What follows belongs to an exercise in optimizing a design on an open flow for small area, a short achievable clock period and few clock cycles per item; a production flow would make more cautious choices. The RTL was checked by simulation tests, not by an equivalence proof against the original design. Power is estimated from default activity; no workload was simulated.

[flow/constraint.sdc]
create_clock -name core_clock -period 5.0 [get_ports {clock}]
set_input_delay 1.0000 -clock core_clock [delete_from_list [all_inputs] [get_ports {clock}]]
set_output_delay 1.0000 -clock core_clock [all_outputs]
set_load 0.01 [all_outputs]
[flow/design.v]
package lsa_pkg;
   localparam int SLOTS_DEF = 64;
   localparam int POOLS_DEF = 2;
   localparam int SLOT_W   = 6;
   localparam int LAYER_W  = 7;
   typedef logic [SLOT_W-1:0]  slot_type;
   typedef logic [LAYER_W-1:0] layer_type;
   typedef enum logic [0:0] {
      ACT_ALLOC   = 1'b0,
      ACT_RELEASE = 1'b1
   } action_type;
   typedef enum logic [2:0] {
      STAT_REUSED    = 3'd0,
      STAT_FRESH     = 3'd1,
      STAT_RELEASED  = 3'd2,
      STAT_DUPLICATE = 3'd3,
      STAT_EXHAUSTED = 3'd4
   } status_type;
   typedef struct packed {
      action_type action;
      logic       pool_type;
      slot_type   slot_in;
   } req_type;
   typedef struct packed {
      slot_type   slot_out;
      layer_type  layer_count;
      status_type status;
   } rsp_type;
   typedef struct packed {
      logic       reuse;
      slot_type   slot;
      layer_type  layer_count;
      status_type status;
   } dec_type;
   function automatic logic [6:0] fill_up(input logic [6:0] c);
      fill_up = {c[5:0], c[6] ^ c[5]};
   endfunction
   function automatic logic [6:0] fill_dn(input logic [6:0] c);
      fill_dn = {c[0] ^ c[6], c[6:1]};
   endfunction
   function automatic logic [6:0] fill_code(input int n);
      logic [6:0] c;
      c = 7'd1;
      for (int i = 0; i < n; i++) begin
         c = fill_up(c);
      end
      fill_code = c;
   endfunction
endpackage
module lsa_queue_mem #(
   parameter int DEPTH = lsa_pkg::SLOTS_DEF,
   parameter int WIDTH = 6
) (
   input  logic                     clock,
   input  logic                     pop,
   input  logic                     push,
   input  logic [6:0]               wr_pos,
   input  logic [WIDTH-1:0]         wr_data,
   output logic [WIDTH-1:0]         head,
   output logic [WIDTH-1:0]         head_next
);
   logic [WIDTH-1:0] ent_ff [DEPTH];
   logic [7:0]       pos_hi;
   logic [15:0]      pos_lo;
   logic [6:0]       code [DEPTH];
   assign head      = ent_ff[0];
   assign head_next = ~ent_ff[1];
   always_comb begin
      for (int j = 0; j < 8; j++) begin
         pos_hi[j] = push && (wr_pos[6:4] == 3'(j));
      end
      for (int j = 0; j < 16; j++) begin
         pos_lo[j] = (wr_pos[3:0] == 4'(j));
      end
      for (int i = 0; i < DEPTH; i++) begin
         code[i] = lsa_pkg::fill_code(i);
      end
   end
   always_ff @(posedge clock) begin
      for (int i = 0; i < DEPTH; i++) begin
         if (pop) begin
            if (i < DEPTH - 1) begin
               ent_ff[i] <= ~ent_ff[i + 1];
            end
         end else if (pos_hi[code[i][6:4]] && pos_lo[code[i][3:0]]) begin
            ent_ff[i] <= (i % 2 == 1) ? ~wr_data : wr_data;
         end
      end
   end
endmodule
module lsa_pool_ctrl #(
   parameter int SLOTS = lsa_pkg::SLOTS_DEF,
   parameter int POOLS = lsa_pkg::POOLS_DEF
) (
   input  logic         clock,
   input  logic         reset,
   input  logic         upd_en,
   input  logic         upd_pool,
   input  logic [5:0]   upd_slot,
   input  logic         upd_val,
   input  logic         rd_pool,
   input  logic [2:0]   rd_group,
   output logic [7:0]   part_bits
);
   logic [POOLS*SLOTS-1:0] mark_ff;
   logic [15:0]            upd_hi;
   logic [7:0]             upd_lo;
   logic                   clr_ff;
   always_comb begin
      for (int b = 0; b < 8; b++) begin
         part_bits[b] = mark_ff[{rd_pool, rd_group, 3'(b)}];
      end
   end
   always_comb begin
      for (int j = 0; j < 16; j++) begin
         upd_hi[j] = clr_ff || (upd_en && ({upd_pool, upd_slot[5:3]} == 4'(j)));
      end
      for (int j = 0; j < 8; j++) begin
         upd_lo[j] = clr_ff || (upd_slot[2:0] == 3'(j));
      end
   end
   always_ff @(posedge clock) begin
      clr_ff <= reset;
      for (int i = 0; i < POOLS * SLOTS; i++) begin
         if (upd_hi[i / 8] && upd_lo[i % 8]) begin
            mark_ff[i] <= upd_val && !clr_ff;
         end
      end
   end
endmodule
module layer_slot_allocator #(
   parameter int SLOTS = lsa_pkg::SLOTS_DEF,
   parameter int POOLS = lsa_pkg::POOLS_DEF
) (
   input  logic             clock,
   input  logic             reset,
   input  logic             req_valid,
   output logic             req_stall,
   input  logic [7:0]       req_data,
   output logic             rsp_valid,
   input  logic             rsp_stall,
   output logic [15:0]      rsp_data
);
   logic hold_ff;
   logic       v1_ff;
   logic [7:0] r1_ff;
   logic       va_ff;
   logic [7:0] ra_ff;
   logic [7:0] mba_ff;
   logic       vd_ff;
   logic [7:0] rd_ff;
   logic       md_ff;
   logic       eq_rel_ff;
   logic       eq_hd_ff;
   logic       cw_v_ff;
   logic       cw_pool_ff;
   logic       cw_push_ff;
   logic [5:0] cw_slot_ff;
   logic [6:0] cw_pos_ff;
   logic       cw_first_ff;
   logic       cw2_v_ff;
   logic       cw2_pool_ff;
   logic       cw2_push_ff;
   logic [5:0] cw2_slot_ff;
   logic [1:0] cw_pop_p_ff;
   logic [1:0] cw_push_p_ff;
   logic [1:0][6:0] fill_ff;     
   logic [1:0]      empty_ff;
   logic [1:0]      full_ff;
   logic [1:0]      one_ff;
   logic [1:0]      f63_ff;
   logic [1:0][6:0] hw_ff;
   logic [1:0]      hwf_ff;
   logic        q0v_ff;
   logic        q1v_ff;
   logic [15:0] q0_ff;
   logic [15:0] q1_ff;
   logic [1:0][5:0] head;
   logic [1:0][5:0] head_nx;
   for (genvar p = 0; p < 2; p++) begin : g_fifo
      lsa_queue_mem #(
         .DEPTH (SLOTS),
         .WIDTH (6)
      ) u_mem (
         .clock     (clock),
         .pop       (cw_pop_p_ff[p]),
         .push      (cw_push_p_ff[p]),
         .wr_pos    (cw_pos_ff),
         .wr_data   (cw_slot_ff),
         .head      (head[p]),
         .head_next (head_nx[p])
      );
   end
   logic       a0_pool;
   logic [5:0] a0_slot;
   logic [7:0] part;
   logic [7:0] part_c;
   assign a0_pool = r1_ff[6];
   assign a0_slot = r1_ff[5:0];
   lsa_pool_ctrl #(
      .SLOTS (SLOTS),
      .POOLS (POOLS)
   ) u_mark (
      .clock     (clock),
      .reset     (reset),
      .upd_en    (cw_v_ff),
      .upd_pool  (cw_pool_ff),
      .upd_slot  (cw_slot_ff),
      .upd_val   (cw_push_ff),
      .rd_pool   (a0_pool),
      .rd_group  (a0_slot[5:3]),
      .part_bits (part)
   );
   assign part_c = part;
   logic       a1_pool;
   logic [5:0] a1_slot;
   logic       a1_mark;
   logic       a1_hit;
   logic       a1_hit2;
   assign a1_pool = ra_ff[6];
   assign a1_slot = ra_ff[5:0];
   assign a1_hit  = cw_v_ff && (cw_pool_ff == a1_pool) && (cw_slot_ff == a1_slot);
   assign a1_hit2 = cw2_v_ff && (cw2_pool_ff == a1_pool) && (cw2_slot_ff == a1_slot);
   assign a1_mark = a1_hit ? cw_push_ff : a1_hit2 ? cw2_push_ff : mba_ff[a1_slot[2:0]];
   logic       d_act;
   logic       d_pool;
   logic [5:0] d_slot;
   logic       d_mark;
   logic [5:0] d_head;
   logic       d_reuse;
   logic       d_fresh;
   logic       d_exh;
   logic       d_rel;
   logic       d_dup;
   logic [6:0] d_hw;
   logic [6:0] d_hw1;
   logic [6:0] d_fill;
   logic [15:0] d_res;
   logic       commit;
   assign d_act  = rd_ff[7];
   assign d_pool = rd_ff[6];
   assign d_slot = rd_ff[5:0];
   assign d_mark = eq_rel_ff ? 1'b1 : eq_hd_ff ? 1'b0 : md_ff;
   always_comb begin
      if (cw_v_ff && (cw_pool_ff == d_pool) && !cw_push_ff) begin
         d_head = head_nx[d_pool];
      end else if (cw_v_ff && (cw_pool_ff == d_pool) && cw_push_ff && cw_first_ff) begin
         d_head = cw_slot_ff;
      end else begin
         d_head = head[d_pool];
      end
   end
   assign d_hw    = hw_ff[d_pool];
   assign d_hw1   = d_hw + 7'd1;
   assign d_fill  = fill_ff[d_pool];
   assign d_reuse = !d_act && !empty_ff[d_pool];
   assign d_fresh = !d_act && empty_ff[d_pool] && !hwf_ff[d_pool];
   assign d_exh   = !d_act && empty_ff[d_pool] && hwf_ff[d_pool];
   assign d_rel   = d_act && !d_mark && !full_ff[d_pool];
   assign d_dup   = d_act && !d_rel;
   always_comb begin
      d_res = '0;
      if (d_reuse) begin
         d_res[15:10] = d_head;
      end else if (d_fresh) begin
         d_res[15:10] = d_hw[5:0];
      end
      d_res[9:3] = d_fresh ? d_hw1 : d_hw;
      d_res[2:0] = d_reuse ? lsa_pkg::STAT_REUSED :
                   d_fresh ? lsa_pkg::STAT_FRESH :
                   d_rel   ? lsa_pkg::STAT_RELEASED :
                   d_dup   ? lsa_pkg::STAT_DUPLICATE : lsa_pkg::STAT_EXHAUSTED;
   end
   assign commit = vd_ff && !hold_ff;
   logic eq_rel_c;
   logic eq_hd_c;
   logic eq_h0;
   logic eq_h1;
   logic eq_hc;
   assign eq_h0    = (a1_slot == head[a1_pool]);
   assign eq_h1    = (a1_slot == head_nx[a1_pool]);
   assign eq_hc    = (a1_slot == cw_slot_ff);
   assign eq_rel_c = commit && d_rel && (a1_pool == d_pool) && (a1_slot == d_slot);
   assign eq_hd_c  = commit && d_reuse && (a1_pool == d_pool) &&
                     ((cw_v_ff && (cw_pool_ff == d_pool) && !cw_push_ff) ? eq_h1 :
                      (cw_v_ff && (cw_pool_ff == d_pool) && cw_push_ff && cw_first_ff) ? eq_hc : eq_h0);
   logic hand;
   logic q0_free;
   logic q0v_n;
   logic q1v_n;
   assign hand    = q0v_ff && !rsp_stall;
   assign q0_free = !q0v_ff || hand;
   assign q0v_n   = q0_free ? (q1v_ff || commit) : 1'b1;
   assign q1v_n   = q0_free ? (q1v_ff && commit) : (q1v_ff || commit);
   assign req_stall = hold_ff;
   assign rsp_valid = q0v_ff;
   assign rsp_data  = q0_ff;
   always_ff @(posedge clock) begin
      if (reset) begin
         hold_ff <= 1'b0;
         q0v_ff  <= 1'b0;
         q1v_ff  <= 1'b0;
      end else begin
         hold_ff <= q0v_n && q1v_n;
         q0v_ff  <= q0v_n;
         q1v_ff  <= q1v_n;
      end
   end
   always_ff @(posedge clock) begin
      if (q0_free) begin
         q0_ff <= q1v_ff ? q1_ff : d_res;
      end
      if (!q1v_ff) begin
         q1_ff <= d_res;
      end
   end
   always_ff @(posedge clock) begin
      if (reset) begin
         v1_ff   <= 1'b0;
         va_ff   <= 1'b0;
         vd_ff   <= 1'b0;
         cw_v_ff <= 1'b0;
         cw2_v_ff <= 1'b0;
      end else begin
         if (!hold_ff) begin
            v1_ff <= req_valid;
            va_ff <= v1_ff;
            vd_ff <= va_ff;
         end
         cw_v_ff <= commit && (d_reuse || d_rel);
         cw2_v_ff <= cw_v_ff;
      end
   end
   always_ff @(posedge clock) begin
      if (!hold_ff) begin
         r1_ff     <= req_data;
         ra_ff     <= r1_ff;
         mba_ff    <= part_c;
         rd_ff     <= ra_ff;
         md_ff     <= a1_mark;
         eq_rel_ff <= eq_rel_c;
         eq_hd_ff  <= eq_hd_c;
      end else begin
         eq_rel_ff <= 1'b0;
         eq_hd_ff  <= 1'b0;
         mba_ff    <= {8{a1_mark}};
         md_ff     <= d_mark;
      end
      cw2_pool_ff <= cw_pool_ff;
      cw2_push_ff <= cw_push_ff;
      cw2_slot_ff <= cw_slot_ff;
      cw_pool_ff <= d_pool;
      cw_push_ff <= d_act;
      cw_slot_ff <= d_act ? d_slot : d_head;
      cw_pos_ff  <= d_fill;
      cw_first_ff <= empty_ff[d_pool];
   end
   for (genvar p = 0; p < 2; p++) begin : g_pool
      logic sel;
      logic pop_p;
      logic push_p;
      logic fresh_p;
      assign sel     = commit && (d_pool == p);
      assign pop_p   = sel && !d_act && !empty_ff[p];
      assign push_p  = sel && d_act && !d_mark && !full_ff[p];
      assign fresh_p = sel && !d_act && empty_ff[p] && !hwf_ff[p];
      always_ff @(posedge clock) begin
         if (reset) begin
            fill_ff[p]  <= lsa_pkg::fill_code(0);
            empty_ff[p] <= 1'b1;
            full_ff[p]  <= 1'b0;
            one_ff[p]   <= 1'b0;
            f63_ff[p]   <= 1'b0;
            hw_ff[p]    <= '0;
            hwf_ff[p]   <= 1'b0;
            cw_pop_p_ff[p]  <= 1'b0;
            cw_push_p_ff[p] <= 1'b0;
         end else begin
            cw_pop_p_ff[p]  <= pop_p;
            cw_push_p_ff[p] <= push_p;
            if (pop_p) begin
               fill_ff[p]  <= lsa_pkg::fill_dn(fill_ff[p]);
               empty_ff[p] <= one_ff[p];
               one_ff[p]   <= (fill_ff[p] == lsa_pkg::fill_code(2));
               full_ff[p]  <= 1'b0;
               f63_ff[p]   <= full_ff[p];
            end
            if (push_p) begin
               fill_ff[p]  <= lsa_pkg::fill_up(fill_ff[p]);
               empty_ff[p] <= 1'b0;
               one_ff[p]   <= empty_ff[p];
               full_ff[p]  <= f63_ff[p];
               f63_ff[p]   <= (fill_ff[p] == lsa_pkg::fill_code(62));
            end
            if (fresh_p) begin
               hw_ff[p]  <= hw_ff[p] + 7'd1;
               hwf_ff[p] <= (hw_ff[p] == 7'd63);
            end
         end
      end
   end
endmodule
[flow/run.sh]
#!/bin/bash
# synth_recipe.tcl (not shown) runs the flow's synth.tcl, then flattens the netlist and writes it again
# the make line also repeats each setting of config.mk as NAME=value (left out here)
make -C /OpenROAD-flow-scripts/flow DESIGN_CONFIG=/design/flow/config.mk WORK_HOME=/design/flow/orfs CLKGATE_MAP_FILE= SYNTH_SCRIPT=/design/flow/synth_recipe.tcl finish
[flow/config.mk]
export PLATFORM = sky130hd
export DESIGN_NAME = layer_slot_allocator
export DESIGN_NICKNAME = layer_slot_allocator
export VERILOG_FILES = /design/flow/design.v
export SDC_FILE = /design/flow/constraint.sdc
export NUM_CORES = 4
export LEC_CHECK = 0
export CAP_MARGIN = 20
export CORE_MARGIN = 2
export CORE_UTILIZATION = 60
export CTS_BUF_LIST = sky130_fd_sc_hd__clkbuf_16
export CTS_CLUSTER_DIAMETER = 80
export CTS_CLUSTER_SIZE = 25
export SETUP_SLACK_MARGIN = 3.1
export SLEW_MARGIN = 20
==> flow_summary.ini, run 1 <==
[yosys]
syn_nets = 2876
yosysUniqueCellTypes = 65
syn_inst = 2860
syn_area_um2 = 40600
yosysTopAreaCell = edfxtp_1
ys_ff_latch = 1038
seq_area_frac_synth = 0.742
ys_warn_count = 5
post_synth.cell_area_avg_um2 = 14.2
synthFlopType = edfxtp_1
async_reset_ff_frac = 0
synth_top_area_share = 0.692
synth_enable_flop_cells = 936
synthTopCellsByArea = edfxtp_1, a21oi_1, dfxtp_1, mux4_2, nor2_1

[routing]
routedWlPerCell_um = 28.0
via_per_inst = 6.60
post-route-drc-count = 0
drt_wl_total_um = 108000
drt_iter0_drc = 2974
detail-route-antenna-nets = 0
dr.pass1.iters = 5
num_vias = 25345

[clock_network]
cts_buffers = 50
htree_levels = 2
cts_tree = built
clockBufferDepth = 3
cts_root_buf = clkbuf_16
clk-insertion-delay-late_ps = 640
hold_buffers = 0
path_clk_slew_ps = 100
cts.sinks = 1038

[critical_path]
arrival_ps = 1210
crit_path_end_kind = output pin
path_cells = buf_6
crit_required_ps = 4000
slowest_stage = edfxtp_1
crit_family = flip-flops
worstPathMaxFanout = 1
critPathBufInv = 1
cpPeakStageDelay_ps = 430
crit_type = reg2out
critPathLaunchType = flip-flop

[sta]
fin_tns_setup_ps = 0
setup_slack_ps = 2790
worst_slew_pin_slew_ps = 1080
slew_headroom = 0.278
finalHoldViolations = 0
fmax_mhz = 453
drv_slew = 0
rsz0062_at_grt = yes
period_share = 0.441
fin_worst_skew_ps = 25.9
period_minus_slack_ps = 2210
finalSetupViolCount = 0

[floorplan]
num_rows = 95
initial_utilization = 0.606
dieHeight_um = 264
io_pins = 30
dieWidth_um = 264
coreArea_um2 = 67000
dieArea_um2 = 69800

[place]
io_buffers = 29
place_area_um2 = 41800
finalWeightedCongestion = 0.816
place_ws_ps = 2230
dp_hpwl_um = 57100

[layout]
final_nets = 2953
final_cell_mix = edfxtp_1, a21oi_1, nor2_1, buf_4, dfxtp_1
num-fill-cells = 4478
seq_area_um2 = 30200
drive_gt1_frac = 0.236
areaGrowthSynthToFinish_pct = 16.3
diodes = 0
multi_input_area_um2 = 11400
layout_commonest_cell = edfxtp_1
design_area_um2 = 47200

[outcome]
status = complete, no violations

[power]
cellLeakagePower_nw = 16.0
irDropWorstVdd_mv = 0.296
cellPowerDensity_nw_per_um2 = 326

[job]
maxCapViolCount = 0

[global_routing]
grt_first_pass_wirelength_um = 157000
antenna_found_initial = 0
track_usage = 0.301
grt_pass1_vias = 24643
grt_max_degree = 152
gr-total-overflow = 0

[min_path]
hp-class = reg2reg
==> state kept, by name, summed over array words and instances, names as in the netlist, 6 cells and up <==
name	cells
q1_ff	16
cw_pos_ff	7
g_fifo.u_mem.ent_ff	768
r1_ff	8
u_mark.mark_ff	128
hw_ff	14
mba_ff	8
cw2_slot_ff	6
cw_slot_ff	6
q0_ff	16
ra_ff	8
rd_ff	8
fill_ff	14
==> layer usage <==
metal,vias up,routed length (µm),track usage
met3,175,9120,0.0468
met5,-,0,0
met2,1107,51500,0.485
met1,13116,44100,0.438
met4,0,2770,0.0728
li1,10947,-,-
==> path summary, 6_finish.rpt <==
| check | to | cells after the start | start | slack [ps] |
|---|---|---|---|---|
| worst max-delay path | rsp_data[15] | 1 | q0_ff[15] | 2790 |
| worst min-delay path | ra_ff[1] | 0 | r1_ff[1] | 430 |
| worst max register to register | q0_ff[14] | 8 | rd_ff[6] | 2800 |
| worst min register to register | ra_ff[1] | 0 | r1_ff[1] | 430 |
==> logic make-up (layout without fill, tap and decap cells) <==
kind of cell | Yosys count | in the layout | share of synthesized area
flip-flops | 1038 | 1038 | 0.742
AO/OA/AOI/OAI | 995 | 995 | 0.136
AND/OR/NAND/NOR | 404 | 414 | 0.0449
buffers and inverters | 270 | 370 | 0.0262
multiplexers | 102 | 102 | 0.0393
XOR/XNOR | 47 | 47 | 0.0103
adder cells (fa/ha/maj) | 4 | 4 | 0.00123
==> synth_stat cells, drive strengths merged (8+ instances only) <==
| cell type | n |
|---|---|
| mux4 | 42 |
| a21o | 60 |
| nor2 | 218 |
| o21bai | 64 |
| buf | 37 |
| dfxtp | 102 |
| a211oi | 16 |
| mux2 | 32 |
| nor2b | 16 |
| nand2 | 82 |
| clkbuf | 210 |
| a21oi | 785 |
| edfxtp | 936 |
| nor3 | 14 |
| xor2 | 12 |
| mux2i | 28 |
| nand2b | 8 |
| a31oi | 17 |
| nand4 | 14 |
| inv | 22 |
| xnor2 | 35 |
| a311oi | 11 |
| nand3 | 22 |
| o21ai | 20 |
==> timing repair <==
item | in CTS | in global routing
gates resized for setup | 423 | 115
hold endpoints to repair | 0 | 0
pin swaps | 78 | 43
cloned | 18 | 3
setup buffers | 122 | 51
endpoints found under the setup margin | 1824 | 920
==> metrics by stage <==
| step | utilization | hold slack, ps | total power, W | cells |
|---|---|---|---|---|
| 2_1_floorplan | - | 326 | 0.0104 | 2860 |
| 3_3_place_gp | 0.621 | 404 | 0.0107 | 3559 |
| 3_5_place_dp | 0.623 | 406 | 0.0107 | 3564 |
| 4_1_cts | 0.689 | 430 | 0.0154 | 3789 |
| 5_1_grt | 0.704 | 436 | 0.0158 | 3843 |
| 6_report | 0.704 | 430 | 0.0154 | 3843 |
==> where the power goes <==
| part | internal (W) | switching [W] |
|---|---|---|
| logic | 0.000414 | 0.000666 |
| registers | 0.00957 | 0.0000676 |
| clock network | 0.00195 | 0.00272 |
| total | 0.0119 | 0.00346 |
==> final cells by class <==
type                            instances  area share
Tap cell                              873      0.0231
Sequential cell                      1038       0.640
Clock inverter                         34     0.00453
Inverter                               23     0.00241
Multi-Input combinational cell       1562       0.241
Timing Repair Buffer                  262      0.0617
Clock buffer                           51      0.0270
Testbench counts, summed over its fixed seeds: cycles 32,032, items 32,000.
==> inputs of run 2 (changes only) <==
--- a/flow/config.mk
+++ b/flow/config.mk
@@ -9,7 +9,7 @@
 export CORE_MARGIN = 2
 export CORE_UTILIZATION = 60
 export CTS_BUF_LIST = sky130_fd_sc_hd__clkbuf_16
-export CTS_CLUSTER_DIAMETER = 80
-export CTS_CLUSTER_SIZE = 25
-export SETUP_SLACK_MARGIN = 3.1
+export CTS_CLUSTER_DIAMETER = 90
+export CTS_CLUSTER_SIZE = 28
+export SETUP_SLACK_MARGIN = 2.9
 export SLEW_MARGIN = 20
==> run 2 against run 1 <==
Routed wire length shrank 2.6%. Die area is the same. Non-clock buffer count shrank 85. Global-route usage shrank 0.51 points. Critical path depth is the same. Worst hold slack lost 6.1 ps. Fmax shrank 5.7%. Total power shrank 3.6%. Combinational power shrank about 10%. Register-to-register slack lost 90 ps. Largest power group unchanged. Highest routed layer unchanged.
==> flow_summary.ini, run 2 <==
[global_routing]
antenna_found_initial = 0
track_usage = 0.296
grt_first_pass_wirelength_um = 155000
grt_max_degree = 193
gr-total-overflow = 0
grt_pass1_vias = 24154

[sta]
hold_slack_ps = 424
finalHoldViolations = 0
fmax_mhz = 427
finalSetupViolCount = 0
fin_worst_skew_ps = 19.3
worst_slew_pin_slew_ps = 1310
slew_headroom = 0.126
drv_slew = 0
period_share = 0.468
fin_tns_setup_ps = 0
rsz0062_at_grt = yes
period_minus_slack_ps = 2340
setup_slack_ps = 2660

[layout]
regMostFlops = g_fifo.u_mem.ent_ff
largest_reg_flops = 768
final_cell_mix = edfxtp_1, a21oi_1, nor2_1, buf_4, dfxtp_1
reg_top3 = g_fifo.u_mem.ent_ff x768, u_mark.mark_ff x128
layout_commonest_cell = edfxtp_1
design_area_um2 = 45200
drive_gt1_frac = 0.182
num-fill-cells = 4731
areaGrowthSynthToFinish_pct = 11.4
final_nets = 2860
diodes = 0

[critical_path]
timing.rr.start = rd_ff[6]
worst_r2r_path_depth = 9
critPathLaunchType = flip-flop
r2r_end = q0_ff[15]
arrival_ps = 1340
critPathBufInv = 1
worstPathMaxFanout = 1
r2r_slack_ps = 2710
path_cells = buf_2
slowest_stage = edfxtp_1
crit_type = reg2out
crit_path_end_kind = output pin
crit_family = flip-flops
crit_required_ps = 4000
cpPeakStageDelay_ps = 520

[yosys]
synth_top_area_share = 0.692
synth_most_common_cell = edfxtp_1
seq_area_frac_synth = 0.742
syn_inst = 2860
async_reset_ff_frac = 0
syn_nets = 2876
yosysTopAreaCell = edfxtp_1
syn_area_um2 = 40600
post_synth.cell_area_avg_um2 = 14.2
synth_top_family_by_area = compound AO/OA/AOI/OAI gates
yosys-top-cells-count = edfxtp_1, a21oi_1, nor2_1
synth.area.mux_share = 0.0393
yosys.area_share.simple = 0.0449
ys_ff_latch = 1038
post_synth_xor_area_fraction = 0.0103
synth_adder_area_share = 0.00123
synth_enable_flop_cells = 936
synth-compound-area-share = 0.136
synthFlopType = edfxtp_1
yosysUniqueCellTypes = 65
synthTopCellsByArea = edfxtp_1, a21oi_1, dfxtp_1, mux4_2, nor2_1
ys_warn_count = 5

[clock_network]
clk-insertion-delay-late_ps = 630
cts.sinks = 1038
path_clk_slew_ps = 110
htree_levels = 2
cts_buffers = 43
clockBufferDepth = 3
cts_tree = built
cts_root_buf = clkbuf_16

[floorplan]
dieWidth_um = 264
initial_utilization = 0.606
io_pins = 30
coreArea_um2 = 67000
dieHeight_um = 264
num_rows = 95
dieArea_um2 = 69800

[routing]
via_per_inst = 6.67
num_vias = 24946
post-route-drc-count = 0
detail-route-antenna-nets = 0
routedWlPerCell_um = 28.0
drt_wl_total_um = 105000
drt_iter0_drc = 3168
dr.pass1.iters = 5

[power]
irDropWorstVdd_mv = 0.296
cellLeakagePower_nw = 15.3
totalPowerFinal_w = 0.0148
cellPowerDensity_nw_per_um2 = 328

[place]
dp_hpwl_um = 59300
place_ws_ps = 1800
finalWeightedCongestion = 0.851
place_area_um2 = 41700
io_buffers = 29

[min_path]
whs_path_depth = 0
min_from = r1_ff[0]
min_to = ra_ff[0]
hp-class = reg2reg

[job]
maxCapViolCount = 0

[outcome]
status = complete, no violations
run 2: layout make-up:
type / instances / area [µm²] / area share
flip-flops and latches: 1038 / 30200 / 0.667
multi-input cells: 1561 / 10800 / 0.238
repair buffers: 177 / 1850 / 0.0410
well taps: 873 / 1090 / 0.0241
clock buffers: 43 / 1080 / 0.0238
clock inverters: 26 / 138 / 0.00304
inverters: 23 / 103 / 0.00227
run 2: power breakdown:
group	internal (W)	switching [W]	total [W]	leakage, nW
Combinational	0.000353	0.000617	0.000971	5.21
Clock	0.00162	0.00258	0.00421	0.671
Sequential	0.00958	0.0000846	0.00966	9.43
Total	0.0116	0.00329	0.0148	15.3
run 2: per-layer routing:
metal | global-route usage | routed length [µm] | vias to the layer above
li1 | - | - | 10746
met1 | 0.436 | 44300 | 12915
met2 | 0.471 | 49800 | 1107
met3 | 0.0400 | 7840 | 178
met4 | 0.0799 | 2870 | 0
met5 | 0 | 0 | -
run 2: cell families (layout without fill, tap and decap cells):
group / Yosys count / in the layout
simple gates: 404 / 413
compound gates: 995 / 995
buf+inv: 270 / 269
flops: 1038 / 1038
xor+xnor: 47 / 47
fa+ha+maj: 4 / 4
mux: 102 / 102
run 2: how the worst max path moves through the flow:
stage | from | endpoint | slack (ps) | cells after the start
2_1_floorplan | u_mark.clr_ff | u_mark.mark_ff[0] | 2800 | 4
3_3_place_gp | rd_ff[6] | q0_ff[13] | 1960 | 6
3_5_place_dp | rd_ff[6] | q0_ff[13] | 1800 | 6
4_1_cts | q0_ff[13] | rsp_data[13] | 2630 | 1
5_1_grt | q0_ff[13] | rsp_data[13] | 2630 | 1
6_report | q0_ff[13] | rsp_data[13] | 2660 | 1
run 2: stage by stage:
stage | std cells | utilization
after floorplan | 2860 | -
after global placement | 3564 | 0.621
after detailed placement | 3566 | 0.622
after CTS | 3711 | 0.662
after global routing | 3741 | 0.675
final | 3741 | 0.675
run 2: repair_timing:
item,CTS,global route
gates resized for setup,263,121
hold buffers,0,0
setup endpoints to repair,1419,636
cloned,11,1
pin swaps,35,33
setup buffers,65,28
==> inputs of run 3 (changes only) <==
--- a/flow/design.v
+++ b/flow/design.v
@@ -152,12 +152,13 @@
    logic       md_ff;
    logic       eq_rel_ff;
    logic       eq_hd_ff;
+   logic       fw_pop_ff;       
+   logic       fw_first_ff;     
    logic       cw_v_ff;
    logic       cw_pool_ff;
    logic       cw_push_ff;
    logic [5:0] cw_slot_ff;
    logic [6:0] cw_pos_ff;
-   logic       cw_first_ff;
    logic       cw2_v_ff;
    logic       cw2_pool_ff;
    logic       cw2_push_ff;
@@ -242,9 +243,9 @@
    assign d_slot = rd_ff[5:0];
    assign d_mark = eq_rel_ff ? 1'b1 : eq_hd_ff ? 1'b0 : md_ff;
    always_comb begin
-      if (cw_v_ff && (cw_pool_ff == d_pool) && !cw_push_ff) begin
+      if (fw_pop_ff) begin
          d_head = head_nx[d_pool];
-      end else if (cw_v_ff && (cw_pool_ff == d_pool) && cw_push_ff && cw_first_ff) begin
+      end else if (fw_first_ff) begin
          d_head = cw_slot_ff;
       end else begin
          d_head = head[d_pool];
@@ -282,8 +283,11 @@
    assign eq_hc    = (a1_slot == cw_slot_ff);
    assign eq_rel_c = commit && d_rel && (a1_pool == d_pool) && (a1_slot == d_slot);
    assign eq_hd_c  = commit && d_reuse && (a1_pool == d_pool) &&
-                     ((cw_v_ff && (cw_pool_ff == d_pool) && !cw_push_ff) ? eq_h1 :
-                      (cw_v_ff && (cw_pool_ff == d_pool) && cw_push_ff && cw_first_ff) ? eq_hc : eq_h0);
+                     (fw_pop_ff ? eq_h1 : fw_first_ff ? eq_hc : eq_h0);
+   logic fw_pop_c;
+   logic fw_first_c;
+   assign fw_pop_c   = commit && d_reuse && (a1_pool == d_pool);
+   assign fw_first_c = commit && d_rel && empty_ff[d_pool] && (a1_pool == d_pool);
    logic hand;
    logic q0_free;
    logic q0v_n;
@@ -340,9 +344,13 @@
          md_ff     <= a1_mark;
          eq_rel_ff <= eq_rel_c;
          eq_hd_ff  <= eq_hd_c;
+         fw_pop_ff   <= fw_pop_c;
+         fw_first_ff <= fw_first_c;
       end else begin
          eq_rel_ff <= 1'b0;
          eq_hd_ff  <= 1'b0;
+         fw_pop_ff   <= 1'b0;
+         fw_first_ff <= 1'b0;
          mba_ff    <= {8{a1_mark}};
          md_ff     <= d_mark;
       end
@@ -353,7 +361,6 @@
       cw_push_ff <= d_act;
       cw_slot_ff <= d_act ? d_slot : d_head;
       cw_pos_ff  <= d_fill;
-      cw_first_ff <= empty_ff[d_pool];
    end
    for (genvar p = 0; p < 2; p++) begin : g_pool
       logic sel;
==> run 3 against run 2 <==
Global-route usage down 0.77 points. Combinational power shrank 3.3%. Register-to-register slack better by 180 ps. Critical path depth unchanged. Clock power increased by 1%. Sequential share of layout area rose by 1.1 points. Largest power group unchanged. Highest routed layer unchanged.
==> flow_summary.ini, run 3 <==
[floorplan]
dieArea_um2 = 69900
num_rows = 95
dieWidth_um = 264
dieHeight_um = 264
coreArea_um2 = 67200
initial_utilization = 0.606
io_pins = 30

[sta]
fin_worst_skew_ps = 32.6
fmax_mhz = 461
drv_slew = 0
finalSetupViolCount = 0
worst_slew_pin_slew_ps = 996
period_minus_slack_ps = 2170
fin_tns_setup_ps = 0
period_share = 0.434
hold_slack_ps = 430
setup_slack_ps = 2830
rsz0062_at_grt = yes
slew_headroom = 0.336
finalHoldViolations = 0

[power]
cellLeakagePower_nw = 15.1
sequentialPowerShare = 0.650
combPwrFrac = 0.063
totalPowerFinal_w = 0.0149
clkPwrFrac = 0.287
p_int_w = 0.0116
sw_frac_of_total = 0.222
cellPowerDensity_nw_per_um2 = 334
power.net_switching_w = 0.00330
irDropWorstVdd_mv = 0.366

[global_routing]
grt_pass1_vias = 23790
gr-total-overflow = 0
grt_first_pass_wirelength_um = 151000
grt_max_degree = 186
antenna_found_initial = 2
track_usage = 0.288

[yosys]
yosys-top-cells-count = edfxtp_1, a21oi_1, nor2_1
synth_enable_flop_cells = 936
syn_area_um2 = 40700
synth_top_area_share = 0.690
async_reset_ff_frac = 0
syn_nets = 2945
ys_ff_latch = 1039
syn_inst = 2929
synthFlopType = edfxtp_1
seq_area_frac_synth = 0.741
synthTopCellsByArea = edfxtp_1, a21oi_1, dfxtp_1, nor2_1, clkbuf_1
yosysTopAreaCell = edfxtp_1
synth_most_common_cell = edfxtp_1
post_synth.cell_area_avg_um2 = 13.9
yosysUniqueCellTypes = 66
ys_warn_count = 5

[critical_path]
arrival_ps = 1170
worstPathMaxFanout = 1
crit_type = reg2out
crit_required_ps = 4000
crit_family = flip-flops
critPathBufInv = 1
crit_path_end_kind = output pin
path_cells = buf_2
critPathLaunchType = flip-flop
slowest_stage = edfxtp_1
cpPeakStageDelay_ps = 400

[routing]
routedWlPerCell_um = 27.4
detail-route-antenna-nets = 0
drt_iter0_drc = 2635
dr.pass1.iters = 6
num_vias = 24951
via_per_inst = 6.63
drt_wl_total_um = 103000
post-route-drc-count = 0

[min_path]
hp-class = reg2reg

[clock_network]
clk-insertion-delay-late_ps = 640
cts_buffers = 44
hold_buffers = 0
cts_root_buf = clkbuf_16
cts_tree = built
path_clk_slew_ps = 100
htree_levels = 2
cts.sinks = 1039
clockBufferDepth = 3

[place]
place_ws_ps = 2180
finalWeightedCongestion = 0.800
place_area_um2 = 41700
dp_hpwl_um = 56600
io_buffers = 29

[job]
maxCapViolCount = 0

[layout]
final_nets = 2881
reg_top3 = g_fifo.u_mem.ent_ff x768, u_mark.mark_ff x128
final_cell_mix = edfxtp_1, a21oi_1, nor2_1, dfxtp_1, buf_4
drive_gt1_frac = 0.142
regMostFlops = g_fifo.u_mem.ent_ff
areaGrowthSynthToFinish_pct = 9.32
layout_commonest_cell = edfxtp_1
largest_reg_flops = 768
design_area_um2 = 44500

[outcome]
status = complete, no violations
-- run 3: cell types whose count changed after synthesis, sizes merged, moves of 9 or more --
cell	previous run	this run
nor3	14	26
a211oi	16	30
nor2b	16	40
mux4	42	20
nand2b	8	17
mux2i	28	47
mux2	32	20
nand2	82	68
-- run 3: cell type report --
class                      instances  area (µm²)
sequential                      1039       30200
fill                            4759       22700
multi-input combinational       1634       10600
timing repair buffer             129        1280
clock buffer                      45        1130
tap                              873        1090
clock inverter                    26         143
inverter                          17        77.6
antenna                            2        5.00
-- run 3: cell families (layout without fill, tap and decap cells) --
kind of cell / Yosys count / in the layout / share of synthesized area
xor gates and xnor gates: 42 / 42 / 0.00904
muxes: 87 / 87 / 0.0282
adders and majority gates: 4 / 4 / 0.00123
DFF: 1039 / 1039 / 0.741
AOI/OAI and AO/OA: 1045 / 1045 / 0.144
other: 0 / 2 / 0
and+or+nand+nor: 445 / 456 / 0.0511
buffers and inverters: 267 / 217 / 0.0252
-- run 3: through the flow --
step | cells | util
after floorplan | 2929 | -
final | 3765 | 0.663
after CTS | 3742 | 0.654
after global placement | 3621 | 0.621
after detailed placement | 3621 | 0.621
after global routing | 3763 | 0.663
-- run 3: path summary, 6_finish.rpt --
path	depth (start not counted)	slack (ps)	endpoint	startpoint
max	1	2830	rsp_data[10]	q0_ff[10]
min	0	430	ra_ff[2]	r1_ff[2]
max reg2reg	3	2890	g_fifo[1].u_mem.ent_ff[13][2]	cw_pos_ff[5]
min reg2reg	0	430	ra_ff[2]	r1_ff[2]
-- run 3: what timing repair did --
| action | in CTS | in global routing |
|---|---|---|
| setup endpoints to repair | 1477 | 743 |
| gates resized for setup | 209 | 80 |
| gates cloned | 12 | 2 |
| pin swaps | 11 | 17 |
| buffers inserted | 38 | 19 |
-- run 3: power groups by stage --
stage	combinational, W	sequential (W)	clock (W)
3_5_place_dp	0.000836	0.00986	0
4_1_cts	0.000912	0.00966	0.00433
5_1_grt	0.00101	0.00967	0.00459
6_report	0.000939	0.00966	0.00427
3_3_place_gp	0.000814	0.00985	0
2_1_floorplan	0.000545	0.00982	0
-- run 3: routing by layer --
| metal | share of wire | vias up | GRT usage |
|---|---|---|---|
| li1 | - | 10908 | - |
| met1 | 0.42 | 12746 | 0.424 |
| met2 | 0.46 | 1145 | 0.447 |
| met3 | 0.095 | 152 | 0.0598 |
| met4 | 0.023 | 0 | 0.0706 |
| met5 | 0 | - | 0 |
Testbench counts of run 3, summed over its fixed seeds: cycles 32,032, items 32,000.
==> inputs of run 4 (changes only) <==
--- a/flow/config.mk
+++ b/flow/config.mk
@@ -7,7 +7,7 @@
 export LEC_CHECK = 0
 export CAP_MARGIN = 20
 export CORE_MARGIN = 2
-export CORE_UTILIZATION = 60
+export CORE_UTILIZATION = 66
 export CTS_BUF_LIST = sky130_fd_sc_hd__clkbuf_16
 export CTS_CLUSTER_DIAMETER = 90
 export CTS_CLUSTER_SIZE = 28
==> run 4 against run 3 <==
Synthesized cell count unchanged. Sequential cell count did not move. Via count increased by 1.1%. Clock skew is 16 ps lower. Critical path depth unchanged. Sequential power about the same. Fmax up 0.18%. Area after synthesis did not move. Global-route usage grew 2.6 points. Cell count is 2.9% lower.
==> flow_summary.ini, run 4 <==
[floorplan]
dieWidth_um = 252
io_pins = 30
dieArea_um2 = 63700
num_rows = 91
initial_utilization = 0.663
coreArea_um2 = 61400
dieHeight_um = 252

[place]
place_area_um2 = 41600
io_buffers = 29
dp_hpwl_um = 56800
finalWeightedCongestion = 0.866
place_ws_ps = 2300

[power]
cellLeakagePower_nw = 14.9
combPwrFrac = 0.063
clkPwrFrac = 0.284
power.net_switching_w = 0.00324
p_int_w = 0.0115
cellPowerDensity_nw_per_um2 = 334
irDropWorstVdd_mv = 0.301
sequentialPowerShare = 0.654
sw_frac_of_total = 0.219

[sta]
fin_tns_setup_ps = 0
setup_slack_ps = 2830
period_minus_slack_ps = 2170
worst_slew_pin_slew_ps = 1150
fin_worst_skew_ps = 16.4
hold_slack_ps = 463
fmax_mhz = 462
rsz0062_at_grt = yes
slew_headroom = 0.234
finalSetupViolCount = 0
finalHoldViolations = 0
drv_slew = 0
period_share = 0.433

[critical_path]
critPathBufInv = 1
crit_start = q0_ff[3]
worstPathMaxFanout = 1
crit_path_end_kind = output pin
slowest_stage = edfxtp_1
r2r_slack_ps = 2900
critPathLaunchType = flip-flop
path_cells = buf_2
arrival_ps = 1170
crit_type = reg2out
crit_required_ps = 4000
worst_r2r_path_depth = 4
crit_family = flip-flops
r2r_end = u_mark.mark_ff[65]
cpPeakStageDelay_ps = 400
timing.rr.start = cw_pool_ff

[yosys]
synthFlopType = edfxtp_1
yosys-top-cells-count = edfxtp_1, a21oi_1, nor2_1
synthTopCellsByArea = edfxtp_1, a21oi_1, dfxtp_1, nor2_1, clkbuf_1
syn_area_um2 = 40700
async_reset_ff_frac = 0
post_synth.cell_area_avg_um2 = 13.9
synth_enable_flop_cells = 936
ys_warn_count = 5
syn_inst = 2929
syn_nets = 2945
synth_top_area_share = 0.690
ys_ff_latch = 1039
seq_area_frac_synth = 0.741
yosysUniqueCellTypes = 66
yosysTopAreaCell = edfxtp_1
synth_most_common_cell = edfxtp_1

[clock_network]
cts_buffers = 43
hold_buffers = 0
clockBufferDepth = 3
cts_tree = built
htree_levels = 2
cts_root_buf = clkbuf_16
clk-insertion-delay-late_ps = 620
cts.sinks = 1039
path_clk_slew_ps = 100

[outcome]
status = complete, no violations

[routing]
via_per_inst = 6.89
drt_wl_total_um = 101000
drt_iter0_drc = 3483
routedWlPerCell_um = 27.7
dr.pass1.iters = 5
num_vias = 25213
post-route-drc-count = 0
detail-route-antenna-nets = 0

[global_routing]
antenna_found_initial = 0
grt_first_pass_wirelength_um = 150000
grt_max_degree = 254
gr-total-overflow = 0
track_usage = 0.314
grt_pass1_vias = 23968

[layout]
final_nets = 2857
final_cell_mix = edfxtp_1, a21oi_1, nor2_1, dfxtp_1, a21o_1
reg_top3 = g_fifo.u_mem.ent_ff x768, u_mark.mark_ff x128
layout_commonest_cell = edfxtp_1
areaGrowthSynthToFinish_pct = 8.64
diodes = 0
regMostFlops = g_fifo.u_mem.ent_ff
largest_reg_flops = 768
design_area_um2 = 44200
drive_gt1_frac = 0.136
num-fill-cells = 4048

[min_path]
hp-class = reg2reg
min_from = cw_push_ff
min_to = cw2_push_ff
whs_path_depth = 0

[job]
maxCapViolCount = 0
## run 4: changes by cell type in the layout (fill, tap and decap cells not counted), sizes merged
cell      before  now
buf          115   98
clkbuf        48   46
clkinv         5    3
clkinvlp       4    3
diode          2    0
inv           34   37
nor2         232  228
## run 4: timing repair
| item | CTS | global route |
|---|---|---|
| resized for setup | 200 | 102 |
| setup endpoints to repair | 1207 | 1003 |
| setup buffers | 21 | 16 |
| cloned | 8 | 1 |
| pin swaps | 9 | 16 |
## run 4: power by group through the flow
stage / combinational, W / sequential (W) / clock [W]
after global placement: 0.000810 / 0.00986 / 0
final: 0.000925 / 0.00966 / 0.00419
after detailed placement: 0.000837 / 0.00986 / 0
after CTS: 0.000884 / 0.00966 / 0.00423
after floorplan: 0.000545 / 0.00982 / 0
after global routing: 0.000996 / 0.00967 / 0.00449
## run 4: cell type report
type	count	area (µm²)	share of cell area
Sequential cell	1039	30200	0.683
Clock inverter	26	114	0.00257
Inverter	17	77.6	0.00175
Clock buffer	45	1130	0.0255
Timing Repair Buffer	110	1060	0.0239
Multi-Input combinational cell	1630	10700	0.241
Tap cell	790	988	0.0224
## run 4: worst max-delay path by stage
stage / to / cells past startpoint
floorplan: u_mark.mark_ff[0] / 4
global placement: hold_ff / 5
detailed placement: g_fifo[0].u_mem.ent_ff[15][0] / 3
CTS: g_fifo[1].u_mem.ent_ff[11][0] / 3
global route: q0_ff[7] / 7
finish: rsp_data[3] / 1
## run 4: cells by family after synthesis
kind of cell,after synthesis,synth area share
buffers and inverters,267,0.0252
DFF,1039,0.741
and+or+nand+nor,445,0.0511
xor gates and xnor gates,42,0.00904
AOI/OAI and AO/OA,1045,0.144
muxes,87,0.0282
adders and majority gates,4,0.00123
## run 4: layer usage
| metal | track usage | part of all wire | vias to the layer above |
|---|---|---|---|
| li1 | - | - | 10854 |
| met1 | 0.469 | 0.41 | 12800 |
| met3 | 0.0568 | 0.10 | 179 |
| met4 | 0.0810 | 0.024 | 0 |
| met2 | 0.487 | 0.47 | 1380 |
| met5 | 0 | 0 | - |
## run 4: metrics by stage
| step | util | cells | total power, W |
|---|---|---|---|
| 2_1_floorplan | - | 2929 | 0.0104 |
| 3_3_place_gp | 0.678 | 3538 | 0.0107 |
| 3_5_place_dp | 0.678 | 3539 | 0.0107 |
| 4_1_cts | 0.710 | 3639 | 0.0148 |
| 5_1_grt | 0.721 | 3657 | 0.0152 |
| 6_report | 0.721 | 3657 | 0.0148 |
==> inputs of run 5 (changes only) <==
--- a/flow/config.mk
+++ b/flow/config.mk
@@ -7,9 +7,9 @@
 export LEC_CHECK = 0
 export CAP_MARGIN = 20
 export CORE_MARGIN = 2
-export CORE_UTILIZATION = 66
+export CORE_UTILIZATION = 60
 export CTS_BUF_LIST = sky130_fd_sc_hd__clkbuf_16
-export CTS_CLUSTER_DIAMETER = 90
-export CTS_CLUSTER_SIZE = 28
-export SETUP_SLACK_MARGIN = 2.9
+export CTS_CLUSTER_DIAMETER = 80
+export CTS_CLUSTER_SIZE = 25
+export SETUP_SLACK_MARGIN = 3.1
 export SLEW_MARGIN = 20
==> run 5 against run 4 <==
Critical path depth rose by 6. Total power rose by 2.5%. Area after synthesis unchanged. Sequential power is essentially flat. Largest power group unchanged.
==> flow_summary.ini, run 5 <==
[routing]
drt_iter0_drc = 3159
detail-route-antenna-nets = 0
num_vias = 25492
drt_wl_total_um = 105000
via_per_inst = 6.66
post-route-drc-count = 0
routedWlPerCell_um = 27.6
dr.pass1.iters = 5

[clock_network]
cts.sinks = 1039
clk-insertion-delay-late_ps = 650
cts_buffers = 48
htree_levels = 2
cts_root_buf = clkbuf_16
cts_tree = built
path_clk_slew_ps = 100
clockBufferDepth = 3

[layout]
final_cell_mix = edfxtp_1, a21oi_1, nor2_1, buf_4, dfxtp_1
largest_reg_flops = 768
regMostFlops = g_fifo.u_mem.ent_ff
diodes = 0
final_nets = 2948
layout_commonest_cell = edfxtp_1
drive_gt1_frac = 0.194
areaGrowthSynthToFinish_pct = 13.6
reg_top3 = g_fifo.u_mem.ent_ff x768, u_mark.mark_ff x128
stdcell_count = 3826

[critical_path]
path_cells = buf_12, or3b_4, buf_4, a21o_4, inv_4, ha_4, mux2_4
r2r_end = q0_ff[3]
arrival_ps = 2570
r2r_slack_ps = 2810
critPathBufInv = 3
worst_r2r_path_depth = 7
crit_required_ps = 5380
crit_path_end_kind = flip-flop
crit_family = flip-flops
critPathLaunchType = flip-flop
worstPathMaxFanout = 3
slowest_stage = edfxtp_1
cpPeakStageDelay_ps = 440
timing.rr.start = rd_ff[6]
crit_type = reg2reg

[sta]
fmax_mhz = 456
slew_headroom = 0.229
finalHoldViolations = 0
drv_slew = 0
period_minus_slack_ps = 2190
fin_tns_setup_ps = 0
setup_slack_ps = 2810
period_share = 0.438
worst_slew_pin_slew_ps = 1160
finalSetupViolCount = 0
fin_worst_skew_ps = 30.9
rsz0062_at_grt = yes

[yosys]
syn_nets = 2945
ys_warn_count = 5
yosysUniqueCellTypes = 66
synth_top_area_share = 0.690
synth_most_common_cell = edfxtp_1
yosysTopAreaCell = edfxtp_1
yosys-top-cells-count = edfxtp_1, a21oi_1, nor2_1
synthFlopType = edfxtp_1
seq_area_frac_synth = 0.741
ys_ff_latch = 1039
syn_area_um2 = 40700
synthTopCellsByArea = edfxtp_1, a21oi_1, dfxtp_1, nor2_1, clkbuf_1
post_synth.cell_area_avg_um2 = 13.9
async_reset_ff_frac = 0
synth_enable_flop_cells = 936
syn_inst = 2929

[min_path]
min_to = cw2_slot_ff[4]
whs_path_depth = 0
min_from = cw_slot_ff[4]
hp-class = reg2reg

[floorplan]
io_pins = 30
num_rows = 95
initial_utilization = 0.606
dieArea_um2 = 69900
dieHeight_um = 264
coreArea_um2 = 67200
dieWidth_um = 264

[place]
io_buffers = 29
dp_hpwl_um = 57400
placed_cells = 3624
place_ws_ps = 2250
finalWeightedCongestion = 0.857

[global_routing]
grt_first_pass_wirelength_um = 157000
grt_pass1_vias = 24726
antenna_found_initial = 0
track_usage = 0.298
grt_max_degree = 149
gr-total-overflow = 0

[power]
power.net_switching_w = 0.00337
clkPwrFrac = 0.294
sw_frac_of_total = 0.223
sequentialPowerShare = 0.637
cellLeakagePower_nw = 15.5
irDropWorstVdd_mv = 0.251
p_int_w = 0.0118
cellPowerDensity_nw_per_um2 = 328
combPwrFrac = 0.068

[outcome]
status = complete, no violations

[job]
maxCapViolCount = 0
==> run 5: cell counts after synthesis <==
Identical to the previous run, type by type.
==> run 5: worst max path at each step <==
| stage | start | endpoint | slack, ps | depth (start not counted) |
|---|---|---|---|---|
| after CTS | cw_pos_ff[6] | g_fifo[0].u_mem.ent_ff[31][3] | 2660 | 3 |
| after global placement | cw_pos_ff[1] | g_fifo[0].u_mem.ent_ff[37][3] | 2330 | 3 |
| final | rd_ff[6] | q0_ff[3] | 2810 | 7 |
| after floorplan | u_mark.clr_ff | u_mark.mark_ff[0] | 2820 | 4 |
| after detailed placement | cw_pos_ff[1] | g_fifo[0].u_mem.ent_ff[37][1] | 2250 | 3 |
| after global routing | rd_ff[6] | q0_ff[8] | 2750 | 6 |
==> run 5: area by class of cell <==
class                   instances  area (µm²)
clock buffers                  50        1250
clock inverters                21         111
fillers                      4538       20900
inverters                      17        85.1
multi-input cells            1632       11400
flip-flops and latches       1039       30200
well taps                     873        1090
repair buffers                194        2090
==> run 5: worst register-to-register path: stages, from the launching register on <==
cell	delay [ps]
edfxtp_1	440
buf_12	160
or3b_4	410
buf_4	180
a21o_4	230
inv_4	70
ha_4	190
mux2_4	270
==> run 5: timing repair <==
action	4_1_cts	5_1_grt
buffers inserted	77	38
pin swaps	49	33
resized for setup	321	176
cloned	14	2
endpoints found under the setup margin	1791	988
hold buffers	0	0
==> run 5: routing by layer <==
layer / GRT usage / vias to the layer above / wire (µm)
met5: 0 / - / 0
met4: 0.0745 / 0 / 2430
met3: 0.0523 / 175 / 9180
met2: 0.465 / 1217 / 49500
met1: 0.442 / 13048 / 44300
li1: - / 11052 / -
==> run 5: logic make-up (layout without fill, tap and decap cells) <==
| group | Yosys count | in the layout | synth area share |
|---|---|---|---|
| AOI/OAI and AO/OA | 1045 | 1045 | 0.144 |
| xor gates and xnor gates | 42 | 42 | 0.00904 |
| adders and majority gates | 4 | 4 | 0.00123 |
| buffers and inverters | 267 | 282 | 0.0252 |
| DFF | 1039 | 1039 | 0.741 |
| muxes | 87 | 87 | 0.0282 |
| and+or+nand+nor | 445 | 454 | 0.0511 |
==> run 5: metrics by stage <==
step	power, W	area, µm²	hold slack [ps]	utilization
after CTS	0.0151	45000	452	0.670
final	0.0152	46300	428	0.689
after global placement	0.0107	41700	401	0.622
after detailed placement	0.0107	41800	398	0.622
after floorplan	0.0104	40800	329	-
after global routing	0.0156	46300	437	0.689
==> run 5: power by group through the flow <==
stage	registers (W)	logic [W]	clock network, W
after floorplan	0.00982	0.000546	0
after global placement	0.00985	0.000836	0
after detailed placement	0.00986	0.000856	0
after CTS	0.00966	0.000974	0.00451
after global routing	0.00967	0.00111	0.00478
final	0.00965	0.00104	0.00446
==> inputs of run 6 (changes only) <==
--- a/flow/config.mk
+++ b/flow/config.mk
@@ -7,9 +7,9 @@
 export LEC_CHECK = 0
 export CAP_MARGIN = 20
 export CORE_MARGIN = 2
-export CORE_UTILIZATION = 60
-export CTS_BUF_LIST = sky130_fd_sc_hd__clkbuf_16
+export CORE_UTILIZATION = 66
+export CTS_BUF_LIST = sky130_fd_sc_hd__clkbuf_8 sky130_fd_sc_hd__clkbuf_16
 export CTS_CLUSTER_DIAMETER = 80
-export CTS_CLUSTER_SIZE = 25
-export SETUP_SLACK_MARGIN = 3.1
+export CTS_CLUSTER_SIZE = 20
+export SETUP_SLACK_MARGIN = 2.9
 export SLEW_MARGIN = 20
==> run 6 against run 5 <==
Sequential cell count unchanged. Sequential share of layout area increased by 2.2 points. First-iteration DRC count increased by 9.1%. Largest cell class unchanged. Largest power group unchanged. Cell area decreased by 3.2%. Total power increased by 2.4%. Critical endpoint is now rsp_data[3]. Count of clock-buffer cells in the layout increased by 10. Register-to-register slack improved by 20 ps. Fmax increased by 0.38%. Non-clock buffer count decreased by 76. Clock skew decreased by 8.6 ps. Highest routed layer is now met5. Utilization increased by 4.1 points. Critical path depth decreased by 6.
==> flow_summary.ini, run 6 <==
[outcome]
status = complete, no violations

[floorplan]
dieHeight_um = 252
dieArea_um2 = 63700
num_rows = 91
coreArea_um2 = 61400
initial_utilization = 0.663
io_pins = 30
dieWidth_um = 252

[power]
cellLeakagePower_nw = 15.2
totalPowerFinal_w = 0.0155
cellPowerDensity_nw_per_um2 = 347
irDropWorstVdd_mv = 0.313

[layout]
layout_commonest_cell = edfxtp_1
final_nets = 2880
drive_gt1_frac = 0.142
largest_reg_flops = 768
num-fill-cells = 3982
diodes = 0
areaGrowthSynthToFinish_pct = 9.94
stdcell_count = 3690
regMostFlops = g_fifo.u_mem.ent_ff
design_area_um2 = 44800
final_cell_mix = edfxtp_1, a21oi_1, nor2_1, dfxtp_1, a21o_1
reg_top3 = g_fifo.u_mem.ent_ff x768, u_mark.mark_ff x128

[clock_network]
clk-insertion-delay-late_ps = 660
cts.sinks = 1039
path_clk_slew_ps = 80
hold_buffers = 0
clockBufferDepth = 3
cts_tree = built
htree_levels = 2
cts_root_buf = clkbuf_16
cts_buffers = 58

[routing]
routedWlPerCell_um = 27.6
num_vias = 25326
dr.pass1.iters = 6
detail-route-antenna-nets = 0
post-route-drc-count = 0
via_per_inst = 6.86
drt_iter0_drc = 3448
drt_wl_total_um = 102000

[critical_path]
worstPathMaxFanout = 1
crit_path_end_kind = output pin
cpPeakStageDelay_ps = 390
slowest_stage = edfxtp_1
worst_r2r_path_depth = 3
critPathBufInv = 1
crit_required_ps = 4000
crit_type = reg2out
path_cells = buf_2
arrival_ps = 1180
timing.rr.start = cw_pos_ff[5]
r2r_slack_ps = 2830
critPathLaunchType = flip-flop
r2r_end = g_fifo[0].u_mem.ent_ff[26][1]
crit_family = flip-flops

[sta]
finalHoldViolations = 0
finalSetupViolCount = 0
drv_slew = 0
fin_tns_setup_ps = 0
fin_worst_skew_ps = 22.3
rsz0062_at_grt = yes
hold_slack_ps = 464
period_share = 0.437
worst_slew_pin_slew_ps = 1150
period_minus_slack_ps = 2180
fmax_mhz = 458
slew_headroom = 0.228

[yosys]
post_synth.cell_area_avg_um2 = 13.9
synth_most_common_cell = edfxtp_1
seq_area_frac_synth = 0.741
ys_ff_latch = 1039
async_reset_ff_frac = 0
synth_top_area_share = 0.690
synthTopCellsByArea = edfxtp_1, a21oi_1, dfxtp_1, nor2_1, clkbuf_1
synth_enable_flop_cells = 936
synthFlopType = edfxtp_1
yosysTopAreaCell = edfxtp_1
syn_area_um2 = 40700
yosys-top-cells-count = edfxtp_1, a21oi_1, nor2_1
yosysUniqueCellTypes = 66
syn_nets = 2945
syn_inst = 2929
ys_warn_count = 5

[min_path]
min_from = cw_push_ff
whs_path_depth = 0
hp-class = reg2reg
min_to = cw2_push_ff

[place]
dp_hpwl_um = 56800
finalWeightedCongestion = 0.866
placed_cells = 3539
io_buffers = 29
place_area_um2 = 41600

[job]
maxCapViolCount = 0

[global_routing]
grt_pass1_vias = 24095
antenna_found_initial = 1
grt_first_pass_wirelength_um = 150000
grt_max_degree = 254
gr-total-overflow = 0
track_usage = 0.315
-- run 6: changes by cell type in the layout (fill, tap and decap cells not counted), moves of 9 or more --
cell,change
buf_6,-11
a21o_1,+14
clkbuf_16,+10
buf_4,-39
a21oi_1,+10
inv_1,+20
o21bai_4,-27
buf_12,-14
o21ai_0,+9
a21oi_2,-10
o21bai_2,+27
a21o_2,-13
-- run 6: per-layer routing --
layer | vias to the layer above | routed length, µm | GRT usage
li1 | 10916 | - | -
met1 | 12839 | 41100 | 0.466
met2 | 1387 | 48100 | 0.490
met3 | 182 | 10600 | 0.0644
met4 | 2 | 2190 | 0.0756
met5 | - | 18 | 0
-- run 6: logic make-up (layout without fill, tap and decap cells) --
| logic type | count (synthesis) | after routing | synth area share |
|---|---|---|---|
| adder cells (fa/ha/maj) | 4 | 4 | 0.00123 |
| multiplexers | 87 | 87 | 0.0282 |
| XOR/XNOR | 42 | 42 | 0.00904 |
| buffers and inverters | 267 | 231 | 0.0252 |
| AND/OR/NAND/NOR | 445 | 452 | 0.0511 |
| flip-flops | 1039 | 1039 | 0.741 |
| AO/OA/AOI/OAI | 1045 | 1045 | 0.144 |
-- run 6: metrics by stage --
| stage | setup WS [ps] | util |
|---|---|---|
| after floorplan | 2820 | - |
| after CTS | 2610 | 0.717 |
| after detailed placement | 2300 | 0.678 |
| final | 2820 | 0.729 |
| after global routing | 2770 | 0.729 |
| after global placement | 2410 | 0.678 |
-- run 6: final cells by class --
cell class | count | area, µm² | area share
flip-flops and latches | 1039 | 30200 | 0.675
multi-input cells | 1630 | 10600 | 0.238
clock buffers | 60 | 1500 | 0.0335
repair buffers | 118 | 1160 | 0.0260
well taps | 790 | 988 | 0.0221
clock inverters | 36 | 175 | 0.00391
inverters | 17 | 75.1 | 0.00168
-- run 6: worst max path at each step --
| stage | from | end | slack (ps) | depth (start not counted) |
|---|---|---|---|---|
| after global routing | q0_ff[15] | rsp_data[15] | 2770 | 1 |
| after global placement | rsp_stall | hold_ff | 2410 | 5 |
| after floorplan | u_mark.clr_ff | u_mark.mark_ff[0] | 2820 | 4 |
| final | q0_ff[3] | rsp_data[3] | 2820 | 1 |
| after detailed placement | cw_pos_ff[3] | g_fifo[0].u_mem.ent_ff[15][0] | 2300 | 3 |
| after CTS | cw_pos_ff[5] | g_fifo[1].u_mem.ent_ff[36][3] | 2610 | 3 |
-- run 6: what timing repair did --
item / CTS / global route
gates resized for setup: 207 / 92
endpoints found under the setup margin: 1214 / 986
buffers inserted: 22 / 23
pin swaps: 10 / 19
cloned: 7 / 2
-- run 6: power by group --
part | internal (W) | switching [W] | total (W)
logic | 0.000298 | 0.000633 | 0.000931
clock network | 0.00222 | 0.00271 | 0.00492
registers | 0.00959 | 0.0000681 | 0.00966
total | 0.0121 | 0.00341 | 0.0155

==> static timing again, ports no longer ideal <==
The flow's constraints put no driver on any port. The routed layouts listed below were extracted and timed again, unchanged, in two steps. Step 1 (the two cells are an assumption about what drives the block):
set clk [get_ports {clock}]
set_driving_cell -lib_cell sky130_fd_sc_hd__clkbuf_16 $clk
set_driving_cell -lib_cell sky130_fd_sc_hd__buf_2 [delete_from_list [all_inputs] $clk]
Step 2 moves the port delays by t, midway between the first and last clock arrival at a register: inputs arrive t later, outputs are due t later. That takes back most of the time a late clock gives input paths. Slacks: no drivers / after step 1 / after step 2; pairs: no drivers / after step 1.
run	t, ns	setup WS [ns]	cell pins on the clock port's net
run 1	0.697	2.794 / 2.726 / 2.652	1
run 2	0.690	2.660 / 2.591 / 2.588	1
run 3	0.679	2.830 / 2.764 / 2.484	1
run 4	0.679	2.834 / 2.770 / 2.415	1
run 5	0.697	2.808 / 2.765 / 2.665	1
run 6	0.712	2.817 / 2.751 / 2.416	1
After both steps setup and hold are still met in every run listed. The setup slack of run 4, which loses most, moves by -0.064 ns with the drivers and by -0.419 ns with both steps.
